This design comes from an exercise in tuning for small area, a short achievable clock period and few clock cycles per item on the open sky130 flow, not from production work. In this exercise RTL edits were held to simulation tests only and were not proved equivalent to the original. No activity file was given, so power comes from the tool's default toggle rates.

==> flow/design.v (outline; a module is shown in full before it is edited, if it fits) <==
// module g_inv: 3 lines
// module g_nand2: 3 lines
// module g_nor2: 3 lines
// module g_xor2: 3 lines
// module g_xnor2: 3 lines
// module g_aoi21: 3 lines
// module g_oai21: 3 lines
// module g_aoi22: 3 lines
// module g_aoi222: 11 lines
// module g_mux2: 3 lines
// module g_nand3: 3 lines
// module g_nand4: 3 lines
// module g_nor3: 3 lines
// module g_mux2i: 3 lines
// module g_andn: 3 lines
// module g_nand2b: 3 lines
// module g_o221a: 10 lines
// module rf_bit: 11 lines
// module rf_read_port: 37 lines
// module alu: 1695 lines
// module alu_bit0: 27 lines
// module ooo_core_top: 175 lines
// module commit_port_reg: 15 lines
module ooo_core_top (
    input  logic        clk,
    input  logic        rst,
    input  logic        in_valid,
    input  logic [2:0]  in_op,
    input  logic [4:0]  in_rd,
    input  logic [4:0]  in_rs1,
    input  logic [4:0]  in_rs2,
    input  logic [31:0] in_imm,
    input  logic        in_use_imm,
    output logic        in_ready,
    output logic        commit_valid,
    output logic [4:0]  commit_rd,
    output logic [31:0] commit_value,
    output logic [31:0] commit_seq
);
  // ...
==> flow/flow/run.sh <==
#!/bin/bash
set -euo pipefail
here=$(pwd)
bash standard.sh SETUP_SLACK_MARGIN=6.0 REMOVE_ABC_BUFFERS=1 \
    PRE_FLOORPLAN_TCL="$here/flow/downsize.tcl" finish > standard.log 2>&1
==> flow/flow/downsize.tcl <==
# Set every combinational cell to the smallest drive strength of its kind; the
# flow's timing repair then upsizes only what the timing needs.
set block [ord::get_db_block]
set db [ord::get_db]
array set smallest {}
foreach lib [$db getLibs] {
  foreach m [$lib getMasters] {
    set n [$m getName]
    if {[regexp {^(sky130_fd_sc_hd__[a-z0-9]+)_([0-9]+)$} $n -> base sz]} {
      set lc [get_lib_cells -quiet $n]
      if {$lc eq ""} continue
      if {[get_property $lc dont_use]} continue
      set a [expr {[$m getWidth] * [$m getHeight]}]
      if {![info exists smallest($base)] || $a < [lindex $smallest($base) 1] ||
          ($a == [lindex $smallest($base) 1] && $sz == 1)} {
        set smallest($base) [list $n $a]
      }
    }
  }
}
set changed 0
foreach inst [$block getInsts] {
  set m [$inst getMaster]
  if {[$m isSequential]} continue
  set n [$m getName]
  if {![regexp {^(sky130_fd_sc_hd__[a-z0-9]+)_([0-9]+)$} $n -> base sz]} continue
  if {[string match "*clkbuf*" $base] || [string match "*conb*" $base]} continue
  if {![info exists smallest($base)]} continue
  set to [lindex $smallest($base) 0]
  if {$to ne $n} {
    replace_cell [$inst getName] $to
    incr changed
  }
}
puts "downsize: changed $changed instances"
==> flow/standard.sh <==
#!/bin/bash
# synth_recipe.tcl (not shown) runs the flow's synth.tcl, then flattens the netlist and writes it again
# the make line also repeats each setting of config.mk as NAME=value (left out here)
make -C /OpenROAD-flow-scripts/flow DESIGN_CONFIG=/design/flow/config.mk WORK_HOME=/design/flow/orfs CLKGATE_MAP_FILE= SYNTH_SCRIPT=/design/flow/synth_recipe.tcl "${@:-finish}"
==> flow/config.mk <==
export PLATFORM = sky130hd
export DESIGN_NAME = ooo_core_top
export DESIGN_NICKNAME = ooo_core_top
export VERILOG_FILES = /design/flow/design.v
export SDC_FILE = /design/flow/constraint.sdc
export NUM_CORES = 8
export LEC_CHECK = 0
export CAP_MARGIN = 20
export CORE_MARGIN = 2
export CORE_UTILIZATION = 65
export CTS_BUF_LIST = sky130_fd_sc_hd__clkbuf_16
export CTS_CLUSTER_DIAMETER = 80
export CTS_CLUSTER_SIZE = 20
export PLACE_DENSITY = 0.75
export SETUP_SLACK_MARGIN = 5
export SLEW_MARGIN = 20
export SYNTH_HIERARCHICAL = 1
==> flow/constraint.sdc <==
create_clock -name core_clock -period 9.0 [get_ports {clk}]
set_input_delay 1.8000 -clock core_clock [delete_from_list [all_inputs] [get_ports {clk}]]
set_output_delay 1.8000 -clock core_clock [all_outputs]
set_load 0.01 [all_outputs]
==> reports/metrics.csv, run 1 <==
metric,value,unit
Final Power,13000,uW
Pint,9070,uW
Routability Congestion,0.973,
Buffers on Ports,124,
#MultiIn Comb,3156,
CP max-delay cell,nor3_1,
TritonCTS clock tree,done,
Placement Setup Slack,5580,ps
sinks on the clock net,1314,
kind of critical path,register to register,
DRT iter0 DRCs,11340,
Starting Density,65.3,%
multi-input logic area,25100,um2
reg2reg start,hold[10],
Final Instance Area,58500,um2
clock network area share,3.53,%
Worst Setup SP,hold[10],
DRT met1 WL,74100,um
P_comb,2140,uW
outcome,timing/DRC/antenna clean,
CTS Buf Count,76,
vias,52280,
sequential cell power,7290,uW
Max-slew headroom,39.3,%
clk buf depth,3,
slew of the pin with the lowest slew margin,911,ps
Clock Pin Slew Worst Setup and Hold Paths,80,ps
Fin. Hold Viols,0,
final WL,224000,um
share of layout cells above drive strength 1,8.81,%
maximum capacitance violations,0,
Testbench counts, summed over its fixed seeds: cycles 16,024, items 16,000.
==> run 2, diff against run 1 <==
==> flow/flow/run.sh (replaced) <==
#!/bin/bash
set -euo pipefail
here=$(pwd)
bash standard.sh SETUP_SLACK_MARGIN=6.2 REMOVE_ABC_BUFFERS=1 \
    PRE_FLOORPLAN_TCL="$here/flow/downsize.tcl" finish > standard.log 2>&1
==> run 2 against run 1 <==
Non-clock buffer count increased by 34. Synthesized cell count unchanged. Largest power group unchanged. Final area increased by 1.8%. Die area unchanged. Clock power is essentially flat. Via count is 0.53% higher. Area after synthesis is the same. Register-to-register slack better by 90 ps. Fmax rose by 2.9%. Critical path depth decreased by 1. Largest cell class unchanged. Total power increased by 0.83%. Core utilization up 1.3 points.
==> reports/metrics.csv, run 2 <==
metric,value,unit,change
cell area after synthesis,52400,um2,
Routability Congestion,0.973,,unchanged
initial antenna violation count,16,,
HPWL after DPL,126000,um,
Layout Skew,34.5,ps,
post-layout min period,3050,ps,
CTS Buf Count,76,,unchanged
reg2reg start,hold[1],,
Achievable Freq,328,MHz,
switch share,30.2,%,
total gr overflow,0,,
CTS Hold Bufs,0,,
fin crit share,33.9,%,
chip width,288,um,
Routed WL per cell,36.1,um,
Synth-to-Final Area Change,13.8,%,
Yosys Warn Count,9,,
GRT Total Usage,51.7,%,
Fin. Hold Viols,0,,unchanged
Final Net Count,5232,,
final slew viol count,0,,
Worst IR Drop VDD,0.000193,V,
Sequential Power Share,55.8,%,
maximum capacitance violations,0,,unchanged
Starting Density,65.3,%,unchanged
Worst EP arrival,3580,ps,
vias in the first global route,49430,,
worst path required time,9530,ps,
Hold Path Class,register to register,,
Layout fillers,5837,,
leak pwr,0.0232,uW,
first-pass GRT wire length,320000,um,
Rows,104,,
CP max FO,34,,
Clk pwr share,27.2,%,
Post-Syn Area per Cell,11.0,um2,
kind of critical path,register to register,,
"most common cell after layout, fill and taps aside",dfxtp_1,,
CTS H-tree lvls,3,,
Biggest register,g_rf.g_bit.u.q,,
Buffers on Ports,124,,unchanged
vias,52556,,+0.53%
pwr/cell area,220,nW/um2,
DR pass1 iterations,14,,
min-delay src,i_rd[3],,
Final setup viols,0,,
DRT iter0 DRCs,12059,,+6.3%
Comb pwr share,17.0,%,
TritonCTS clock tree,done,,
Clock Pin Slew Worst Setup and Hold Paths,80,ps,about the same
Sw Pwr,3950,uW,
max FFs per register,992,,
most frequent cells in the layout,"1238 x dfxtp_1, 992 x a22o_1, 703 x a222oi_1, 258 x inv_1, 246 x nand2_1",,
CTS root buf,clkbuf_16,,
Core ar.,80200,um2,
clk buf depth,3,,unchanged
DIE HEIGHT,288,um,
unrepaired setup endpoints after global routing,true,,
die area,82800,um2,
outcome,timing/DRC/antenna clean,,
Startpoint Class,register,,
clock latency (worst-skew pair),680,ps,
sinks on the clock net,1314,,unchanged
Worst Setup SP,hold[1],,
crit path capture type,register,,
Final Power,13100,uW,+0.83%
Vias per Instance,8.41,,
Remaining DRCs,0,,
share of layout cells above drive strength 1,10.6,%,+1.8 points
Max-slew headroom,38.8,%,-0.50 points
Routed Antenna Nets,0,,
Pint,9140,uW,+0.73%
boundary pin count,125,,
cell count after synthesis,4755,,
final WL,226000,um,+1.0%
slew of the pin with the lowest slew margin,918,ps,+7.50 ps
pin count of the biggest net entering global routing,68,,
Setup TNS,0,ps,
run 2: metal layers:
layer	part of all wire, %	track usage [%]	wire (um)	vias up
met5	0.23	2.79	515	-
met4	9.3	39.4	20900	21
met3	18	23.3	40400	1371
met2	40	72.5	89600	5213
met1	33	61.4	74500	24849
li1	-	-	-	21102
run 2: worst paths after layout:
check,endpoint,slack (ps),cells after the start
hold / removal,x_rd[3],410,0
setup / recovery,x_a_n[8],5950,6
hold reg to reg,x_rd[3],410,0
setup reg to reg,x_a_n[8],5950,6
run 2: per-stage QoR:
step / instance area (um2) / std cells / hold WS (ps) / utilization (%) / setup slack, ps
finish: 59600 / 6252 / 413 / 74.3 / 5950
global route: 59600 / 6248 / 428 / 74.3 / 5970
CTS: 58800 / 6209 / 415 / 73.3 / 5980
detailed placement: 56200 / 6088 / 400 / 70.1 / 5580
global placement: 56200 / 6088 / 404 / 70.1 / 5680
floorplan: 52300 / 4728 / 375 / - / 5250
run 2: final cells by class:
class / instances / area [um2] / share of cell area, %
Inverter: 258 / 968 / 1.63
Timing Repair Buffer: 371 / 3350 / 5.62
Antenna cell: 6 / 15.0 / 0.0252
Multi-Input combinational cell: 3156 / 25400 / 42.6
Tap cell: 1060 / 1330 / 2.23
Sequential cell: 1314 / 26500 / 44.4
Clock buffer: 78 / 1950 / 3.28
Clock inverter: 9 / 113 / 0.189
run 2: power groups by stage:
| stage | Combinational (uW) | Sequential [uW] | Clock (uW) |
|---|---|---|---|
| finish | 2220 | 7310 | 3560 |
| floorplan | 1240 | 7270 | 0 |
| detailed placement | 2030 | 7370 | 0 |
| global route | 2310 | 7370 | 3730 |
| global placement | 1970 | 7350 | 0 |
| CTS | 2050 | 7260 | 3520 |
run 2: worst max-delay path: stages, from the launching register on:
cell      delay [ps]
dfxtp_1          300
buf_4            320
and3_1           280
buf_4            330
a222oi_1         480
nand4_1          570
nor3_1           600
run 2: what timing repair did:
action / in CTS / in global routing
endpoints found under the setup margin: 139 / 153
buffers inserted: 32 / 35
cloned: 2 / 2
pin swaps: 0 / 42
gates resized for setup: 456 / 99
==> module ooo_core_top, before the edit <==
module ooo_core_top (
    input  logic        clk,
    input  logic        rst,
    input  logic        in_valid,
    input  logic [2:0]  in_op,
    input  logic [4:0]  in_rd,
    input  logic [4:0]  in_rs1,
    input  logic [4:0]  in_rs2,
    input  logic [31:0] in_imm,
    input  logic        in_use_imm,
    output logic        in_ready,
    output logic        commit_valid,
    output logic [4:0]  commit_rd,
    output logic [31:0] commit_value,
    output logic [31:0] commit_seq
);
    logic [31:1][31:0] rf;
    logic        ready_q;
    logic        wd_en;       
    logic [31:1] we;          
    logic [31:1] hold;        
    logic        i_valid;
    logic [2:0]  i_op;
    logic [4:0]  i_rd;
    logic [31:0] i_imm;
    logic        i_use_imm;
    logic [3:0]  i_rs1_lo;    
    logic [7:0]  i_rs1_hi;    
    logic [3:0]  i_rs2_lo;    
    logic [7:0]  i_rs2_hi;    
    logic        i_fwd_a;     
    logic        i_fwd_b;
    logic        i_byp_a;     
    logic        i_byp_b;
    logic        x_valid;
    logic [4:0]  x_rd;
    logic [31:0] x_a_n;       
    logic [31:0] x_b;         
    logic        x_fwd_a;     
    logic        x_fwd_ar;    
    logic        x_nfwd_a;    
    logic        x_nfwd_ar;   
    logic        x_fwd_b;     
    logic        x_fwd_bn;    
    logic        x_nfwd_b;    
    logic        x_sub;       
    logic        x_sub_n;
    logic        x_sel_sum;   
    logic        x_sel_sp;    
    logic        x_sel_p;     
    logic        x_sel_g;     
    logic        x_nsel_sll;
    logic        x_nsel_srl;
    logic        x_sel_slt;
    logic        c_valid;
    logic [4:0]  c_rd;
    logic [31:0] c_value;
    logic [31:0] c_seq;
    assign in_ready = ready_q;
    always_ff @(posedge clk) begin
        ready_q <= !rst;
        wd_en   <= !rst;
        if (rst) begin
            i_valid <= 1'b0;
        end else begin
            i_valid <= in_valid && ready_q;
        end
        i_op      <= in_op;
        i_rd      <= in_rd;
        i_imm     <= in_imm;
        i_use_imm <= in_use_imm;
        for (int k = 0; k < 4; k++) begin
            i_rs1_lo[k] <= in_rs1[1:0] == 2'(k);
            i_rs2_lo[k] <= in_rs2[1:0] == 2'(k);
        end
        for (int k = 0; k < 8; k++) begin
            i_rs1_hi[k] <= in_rs1[4:2] == 3'(k);
            i_rs2_hi[k] <= in_rs2[4:2] == 3'(k) && !in_use_imm;
        end
        i_fwd_a <= i_valid && i_rd == in_rs1;
        i_fwd_b <= i_valid && i_rd == in_rs2 && !in_use_imm;
        i_byp_a <= x_valid && x_rd == in_rs1;
        i_byp_b <= x_valid && x_rd == in_rs2 && !in_use_imm;
    end
    logic [31:1] sel_a;
    logic [31:1] sel_b;
    logic        rd_zero;
    logic [31:0] rd_a_n;
    logic [31:0] rd_b_n;
    logic [31:0] rd_b;
    logic        op_sub;
    logic        op_srl;
    always_comb begin
        for (int i = 1; i < 32; i++) begin
            sel_a[i] = i_rs1_lo[i % 4] && i_rs1_hi[i / 4] && hold[i];
            sel_b[i] = i_rs2_lo[i % 4] && i_rs2_hi[i / 4] && hold[i];
        end
    end
    assign rd_zero = i_rd == 5'd0;
    rf_read_port #(.HAS_IMM(1'b0)) port_a (
        .sel(sel_a), .rf(rf), .byp(i_byp_a), .byp_value(c_value),
        .imm_sel(1'b0), .imm(32'd0), .q_n(rd_a_n)
    );
    rf_read_port port_b (
        .sel(sel_b), .rf(rf), .byp(i_byp_b), .byp_value(c_value),
        .imm_sel(i_use_imm), .imm(i_imm), .q_n(rd_b_n)
    );
    assign op_sub = i_op == 3'd1 || i_op == 3'd7;
    assign op_srl = i_op == 3'd6;
    for (genvar i = 0; i < 32; i++) begin : g_opnd
        g_xnor2 u_b (.a(rd_b_n[i]), .b(op_sub), .y(rd_b[i]));
    end
    always_ff @(posedge clk) begin
        if (rst) begin
            x_valid <= 1'b0;
        end else begin
            x_valid <= i_valid;
        end
        x_rd      <= i_rd;
        x_a_n     <= rd_a_n;
        x_b       <= rd_b;
        x_fwd_a   <= i_fwd_a && !op_srl;
        x_fwd_ar  <= i_fwd_a && op_srl;
        x_nfwd_a  <= !i_fwd_a && !op_srl;
        x_nfwd_ar <= !i_fwd_a && op_srl;
        x_fwd_b   <= i_fwd_b && !op_sub;
        x_fwd_bn  <= i_fwd_b && op_sub;
        x_nfwd_b  <= !i_fwd_b;
        x_sub     <= op_sub;
        x_sub_n   <= !op_sub;
        x_sel_sum  <= !rd_zero && (i_op == 3'd0 || i_op == 3'd1);
        x_sel_sp   <= !rd_zero && (i_op == 3'd0 || i_op == 3'd1 || i_op == 3'd3 || i_op == 3'd4);
        x_sel_p    <= !rd_zero && (i_op == 3'd3 || i_op == 3'd4);
        x_sel_g    <= !rd_zero && (i_op == 3'd2 || i_op == 3'd3);
        x_nsel_sll <= !(!rd_zero && i_op == 3'd5);
        x_nsel_srl <= !(!rd_zero && op_srl);
        x_sel_slt  <= !rd_zero && i_op == 3'd7;
    end
    logic [31:0] result;
    alu u_alu (
        .c(c_value), .x_a_n(x_a_n), .x_b(x_b),
        .fwd_a(x_fwd_a), .fwd_ar(x_fwd_ar), .nfwd_a(x_nfwd_a), .nfwd_ar(x_nfwd_ar),
        .fwd_b(x_fwd_b), .fwd_bn(x_fwd_bn), .nfwd_b(x_nfwd_b),
        .cin(x_sub), .cin_n(x_sub_n), .sel_sum(x_sel_sum), .sel_sp(x_sel_sp),
        .sel_p(x_sel_p), .sel_g(x_sel_g), .nsel_sll(x_nsel_sll), .nsel_srl(x_nsel_srl),
        .sel_slt(x_sel_slt),
        .result(result)
    );
    logic        c_valid_d;
    logic [31:0] c_seq_d;
    assign c_valid_d = !rst && x_valid;
    assign c_seq_d   = rst ? 32'd0 : c_valid ? c_seq + 32'd1 : c_seq;
    always_ff @(posedge clk) begin
        for (int i = 1; i < 32; i++) begin
            we[i]   <= rst || (x_valid && x_rd == 5'(i));
            hold[i] <= !(rst || (x_valid && x_rd == 5'(i)));
        end
        c_valid <= c_valid_d;
        c_seq   <= c_seq_d;
        c_rd    <= x_rd;
        c_value <= result;
    end
    commit_port_reg port_reg (
        .clk(clk), .valid_d(c_valid_d), .rd_d(x_rd), .value_d(result),
        .valid(commit_valid), .rd(commit_rd), .value(commit_value)
    );
    assign commit_seq = c_seq;
    logic [31:0] wdata;
    assign wdata = wd_en ? c_value : 32'd0;
    for (genvar i = 1; i < 32; i++) begin : g_rf
        for (genvar j = 0; j < 32; j++) begin : g_bit
            rf_bit u (.clk(clk), .we(we[i]), .hold(hold[i]), .d(wdata[j]), .q(rf[i][j]));
        end
    end
endmodule
==> module commit_port_reg, before the edit <==
module commit_port_reg (
    input  logic        clk,
    input  logic        valid_d,
    input  logic [4:0]  rd_d,
    input  logic [31:0] value_d,
    output logic        valid,
    output logic [4:0]  rd,
    output logic [31:0] value
);
    always_ff @(posedge clk) begin
        valid <= valid_d;
        rd    <= rd_d;
        value <= value_d;
    end
endmodule
==> run 3, diff against run 2 <==
--- a/flow/design.v
+++ b/flow/design.v
@@ -1861,2 +1861,3 @@
     logic [31:1] hold;        
+    logic [31:1] xw;          
     logic        i_valid;
@@ -1866,6 +1867,4 @@
     logic        i_use_imm;
-    logic [3:0]  i_rs1_lo;    
-    logic [7:0]  i_rs1_hi;    
-    logic [3:0]  i_rs2_lo;    
-    logic [7:0]  i_rs2_hi;    
+    logic [31:1] i_sel_a;     
+    logic [31:1] i_sel_b;     
     logic        i_fwd_a;     
@@ -1898,3 +1897,5 @@
     logic [31:0] c_seq;
-    assign in_ready = ready_q;
+    always_comb begin
+        for (int i = 1; i < 32; i++) xw[i] = x_valid && x_rd == 5'(i);
+    end
     always_ff @(posedge clk) begin
@@ -1911,9 +1912,5 @@
         i_use_imm <= in_use_imm;
-        for (int k = 0; k < 4; k++) begin
-            i_rs1_lo[k] <= in_rs1[1:0] == 2'(k);
-            i_rs2_lo[k] <= in_rs2[1:0] == 2'(k);
-        end
-        for (int k = 0; k < 8; k++) begin
-            i_rs1_hi[k] <= in_rs1[4:2] == 3'(k);
-            i_rs2_hi[k] <= in_rs2[4:2] == 3'(k) && !in_use_imm;
+        for (int i = 1; i < 32; i++) begin
+            i_sel_a[i] <= in_rs1 == 5'(i) && !xw[i];
+            i_sel_b[i] <= in_rs2 == 5'(i) && !xw[i] && !in_use_imm;
         end
@@ -1924,4 +1921,2 @@
     end
-    logic [31:1] sel_a;
-    logic [31:1] sel_b;
     logic        rd_zero;
@@ -1932,11 +1927,5 @@
     logic        op_srl;
-    always_comb begin
-        for (int i = 1; i < 32; i++) begin
-            sel_a[i] = i_rs1_lo[i % 4] && i_rs1_hi[i / 4] && hold[i];
-            sel_b[i] = i_rs2_lo[i % 4] && i_rs2_hi[i / 4] && hold[i];
-        end
-    end
     assign rd_zero = i_rd == 5'd0;
     rf_read_port #(.HAS_IMM(1'b0)) port_a (
-        .sel(sel_a), .rf(rf), .byp(i_byp_a), .byp_value(c_value),
+        .sel(i_sel_a), .rf(rf), .byp(i_byp_a), .byp_value(c_value),
         .imm_sel(1'b0), .imm(32'd0), .q_n(rd_a_n)
@@ -1944,3 +1933,3 @@
     rf_read_port port_b (
-        .sel(sel_b), .rf(rf), .byp(i_byp_b), .byp_value(c_value),
+        .sel(i_sel_b), .rf(rf), .byp(i_byp_b), .byp_value(c_value),
         .imm_sel(i_use_imm), .imm(i_imm), .q_n(rd_b_n)
@@ -1993,6 +1982,3 @@
     always_ff @(posedge clk) begin
-        for (int i = 1; i < 32; i++) begin
-            we[i]   <= rst || (x_valid && x_rd == 5'(i));
-            hold[i] <= !(rst || (x_valid && x_rd == 5'(i)));
-        end
+        for (int i = 1; i < 32; i++) we[i] <= rst || xw[i];
         c_valid <= c_valid_d;
@@ -2003,4 +1989,4 @@
     commit_port_reg port_reg (
-        .clk(clk), .valid_d(c_valid_d), .rd_d(x_rd), .value_d(result),
-        .valid(commit_valid), .rd(commit_rd), .value(commit_value)
+        .clk(clk), .ready_d(!rst), .valid_d(c_valid_d), .rd_d(x_rd), .value_d(result),
+        .ready(in_ready), .valid(commit_valid), .rd(commit_rd), .value(commit_value)
     );
@@ -2009,2 +1995,3 @@
     assign wdata = wd_en ? c_value : 32'd0;
+    assign hold = ~we;
     for (genvar i = 1; i < 32; i++) begin : g_rf
@@ -2017,2 +2004,3 @@
     input  logic        clk,
+    input  logic        ready_d,
     input  logic        valid_d,
@@ -2020,2 +2008,3 @@
     input  logic [31:0] value_d,
+    output logic        ready,
     output logic        valid,
@@ -2025,2 +2014,3 @@
     always_ff @(posedge clk) begin
+        ready <= ready_d;
         valid <= valid_d;
==> flow/flow/run.sh (replaced) <==
#!/bin/bash
# The standard layout (the standard.sh, standard synthesis unchanged) with
# these changes to how the layout is made:
#  * before floorplanning, every combinational cell is set to its smallest
#    drive strength (flow/downsize.tcl); repair upsizes what the timing needs
#  * floorplanning removes synthesis buffers instead of repairing timing there
#  * ports are buffered with buf_2 (the default picks a delay cell); repair
#    resizes port buffers as the timing needs
# ORFS writes each step's log under orfs/logs/; make's own output goes to
# standard.log.
set -euo pipefail
here=$(pwd)
bash standard.sh SETUP_SLACK_MARGIN=6.0 REMOVE_ABC_BUFFERS=1 \
    PRE_FLOORPLAN_TCL="$here/flow/downsize.tcl" \
    BUFFER_PORTS_ARGS="-buffer_cell sky130_fd_sc_hd__buf_2" finish > standard.log 2>&1
==> run 3 against run 2 <==
Still clean on timing, DRC and antenna. Combinational power rose by 72%. Count of clock-buffer cells in the layout down 1. Total power up 21%. Wire length grew 0.78%. Sequential power increased by 17%. Clock skew about the same. Sequential share of layout area rose by 1.2 points. Die area is 0.56% higher. Critical path type unchanged. Highest routed layer unchanged.
==> reports/metrics.csv, run 3 <==
metric,value,unit,change
Hold Path Class,register to register,,
"most common cell after layout, fill and taps aside",dfxtp_1,,
Post-Syn Area per Cell,10.9,um2,-0.62%
CTS Hold Bufs,0,,unchanged
DP Area,55700,um2,-0.81%
unrepaired setup endpoints after global routing,false,,
DRT iter0 DRCs,12798,,+6.1%
met1 Use GR,65.7,%,+4.4 points
pwr/cell area,272,nW/um2,+24%
slew of the pin with the lowest slew margin,1140,ps,+218 ps
Buffers on Ports,124,,unchanged
Max-slew headroom,24.1,%,-15 points
CTS H-tree lvls,3,,unchanged
gr busiest metal,met2,,
post-layout min period,3010,ps,-39.7 ps
outcome,timing/DRC/antenna clean,,
final WL,228000,um,+0.78%
met2 Resource Use GR,69.8,%,-2.7 points
Starting Density,65.5,%,+0.16 points
initial antenna violation count,2,,-14
sinks on the clock net,1322,,+0.61%
Sequential Area,26600,um2,+0.41%
HPWL after DPL,129000,um,+2.8%
final slew viol count,0,,unchanged
vias,52548,,-0.015%
Rows,104,,unchanged
CTS Buf Count,76,,unchanged
first-pass GRT wire length,319000,um,-0.37%
cell area after synthesis,52700,um2,+0.57%
Routed WL per cell,36.4,um,+0.86%
share of layout cells above drive strength 1,9.18,%,-1.4 points
Worst EP arrival,3510,ps,-70 ps
GRT Total Usage,51.8,%,+0.071 points
Final setup viols,0,,unchanged
placed cell count,6124,,+0.59%
Worst IR Drop VDD,0.000191,V,-0.69%
Final Power,15900,uW,+21%
cell count after synthesis,4812,,+1.2%
Fin. Hold Viols,0,,unchanged
DR pass1 iterations,15,,+1
Routed Antenna Nets,0,,unchanged
fin crit share,33.5,%,-0.44 points
max FFs per register,992,,unchanged
worst path required time,9500,ps,-30 ps
chip width,289,um,+0.28%
CTS root buf,clkbuf_16,,
total gr overflow,0,,unchanged
path depth of the worst reg2reg path,11,,+5
vias in the first global route,48279,,-2.3%
Biggest register,g_rf.g_bit.u.q,,
Final Net Count,5231,,-0.019%
Yosys Warn Count,9,,unchanged
maximum capacitance violations,0,,unchanged
kind of critical path,register to register,,
most frequent cells in the layout,"1282 x dfxtp_1, 992 x a22o_1, 703 x a222oi_1, 261 x nand2_1, 235 x inv_1",,
flop-to-flop setup slack,5990,ps,+40 ps
Vias per Instance,8.41,,about the same
DIE HEIGHT,289,um,+0.28%
Achievable Freq,332,MHz,+1.3%
pin count of the biggest net entering global routing,64,,-5.9%
Layout Skew,34.5,ps,-0.0254 ps
Core ar.,80400,um2,+0.32%
multi-input logic area,25200,um2,-0.78%
fin cells,6247,,-0.080%
hold_ws,440,ps,+27.3 ps
Clock Pin Slew Worst Setup and Hold Paths,90,ps,about the same
boundary pin count,125,,unchanged
Synth-to-Final Area Change,10.6,%,
die area,83300,um2,+0.56%
TritonCTS clock tree,done,,
Layout fillers,5966,,+2.2%
clock latency (worst-skew pair),670,ps,about the same
crit path capture type,register,,
GRT met3 Usage,22.6,%,-0.63 points
Hold Path Stages,0,,unchanged
Final Instance Area,58300,um2,-2.2%
Setup TNS,0,ps,unchanged
CP max FO,32,,-5.9%
leak pwr,0.0226,uW,-2.6%
Routability Congestion,0.986,,+1.3%
Remaining DRCs,0,,unchanged
clk buf depth,3,,unchanged
Startpoint Class,register,,
run 3: critical path: stages, from the launching register on:
cell      delay (ps)
dfxtp_1          310
buf_4            230
nand2b_1         130
nand4_1          350
mux2i_1          330
buf_4            160
mux2i_1           80
mux2i_1          200
mux2i_1          130
mux2i_1          500
o221a_1          290
mux2i_1          150
run 3: metal layers:
metal  vias to the layer above  share of wire [%]
met5                         -               0.12
met3                      1365                 18
met1                     24682                 34
met2                      5359                 39
li1                      21136                  -
met4                         6                8.9
run 3: worst paths after layout:
check                           startpoint           endpoint
worst max-delay path              x_nfwd_a  port_reg.value[6]
worst max register to register    x_nfwd_a  port_reg.value[6]
worst min register to register     i_rd[2]            x_rd[2]
worst min-delay path               i_rd[2]            x_rd[2]
run 3: power by group:
| group | switching [uW] | total (uW) | leakage (uW) | internal (uW) |
|---|---|---|---|---|
| Clock | 1980 | 3520 | 0.000991 | 1540 |
| Sequential | 1280 | 8530 | 0.0109 | 7250 |
| Combinational | 2190 | 3820 | 0.0107 | 1630 |
| Total | 5450 | 15900 | 0.0226 | 10400 |
run 3: repair_timing:
action,CTS,global route
cloned,0,3
gates resized for setup,53,32
pin swaps,0,10
buffers inserted,2,29
endpoints found under the setup margin,89,68
run 3: area by class of cell:
class | count | area share, %
multi-input combinational | 3199 | 43.2
timing repair buffer | 320 | 3.76
clock inverter | 8 | 0.155
antenna | 4 | 0.0172
inverter | 257 | 1.66
tap | 1060 | 2.28
sequential | 1322 | 45.6
clock buffer | 77 | 3.31
run 3: through the flow:
stage | setup slack, ps | utilization [%]
after detailed placement | 5590 | 69.3
after global placement | 5390 | 69.3
after floorplan | 5250 | -
final | 5990 | 72.5
after global routing | 5980 | 72.4
after CTS | 6000 | 71.9
Testbench counts of run 3, summed over its fixed seeds: cycles 16,024, items 16,000.

-- re-timing with driven ports --
The flow's constraints put no driver on any port. The routed layouts listed below were extracted and timed again, unchanged, in two steps. Step 1 sets driving cells, clkbuf_16 on the clock port and buf_2 on the other inputs (assumed; they add their load-dependent delay and slew). Step 2 times the ports against the registers' clock, not the clock port: input delays grow and output delays shrink by t, the midpoint of the rising clock arrivals with the driver on. Three values: ideal, step 1, step 2; two values: the first two.
run	t, ns	slack for setup (ns)	latest minus earliest clock arrival (ns)
run 1	0.742	5.860 / 5.860 / 5.842	0.040 / 0.039
run 2	0.743	5.950 / 5.877 / 5.840	0.034 / 0.034
run 3	0.734	5.989 / 5.931 / 5.733	0.036 / 0.036
After both steps every run listed still meets setup and hold. For run 3, which loses most, drivers alone change the setup slack by -0.058 ns; drivers and shift together by -0.256 ns.
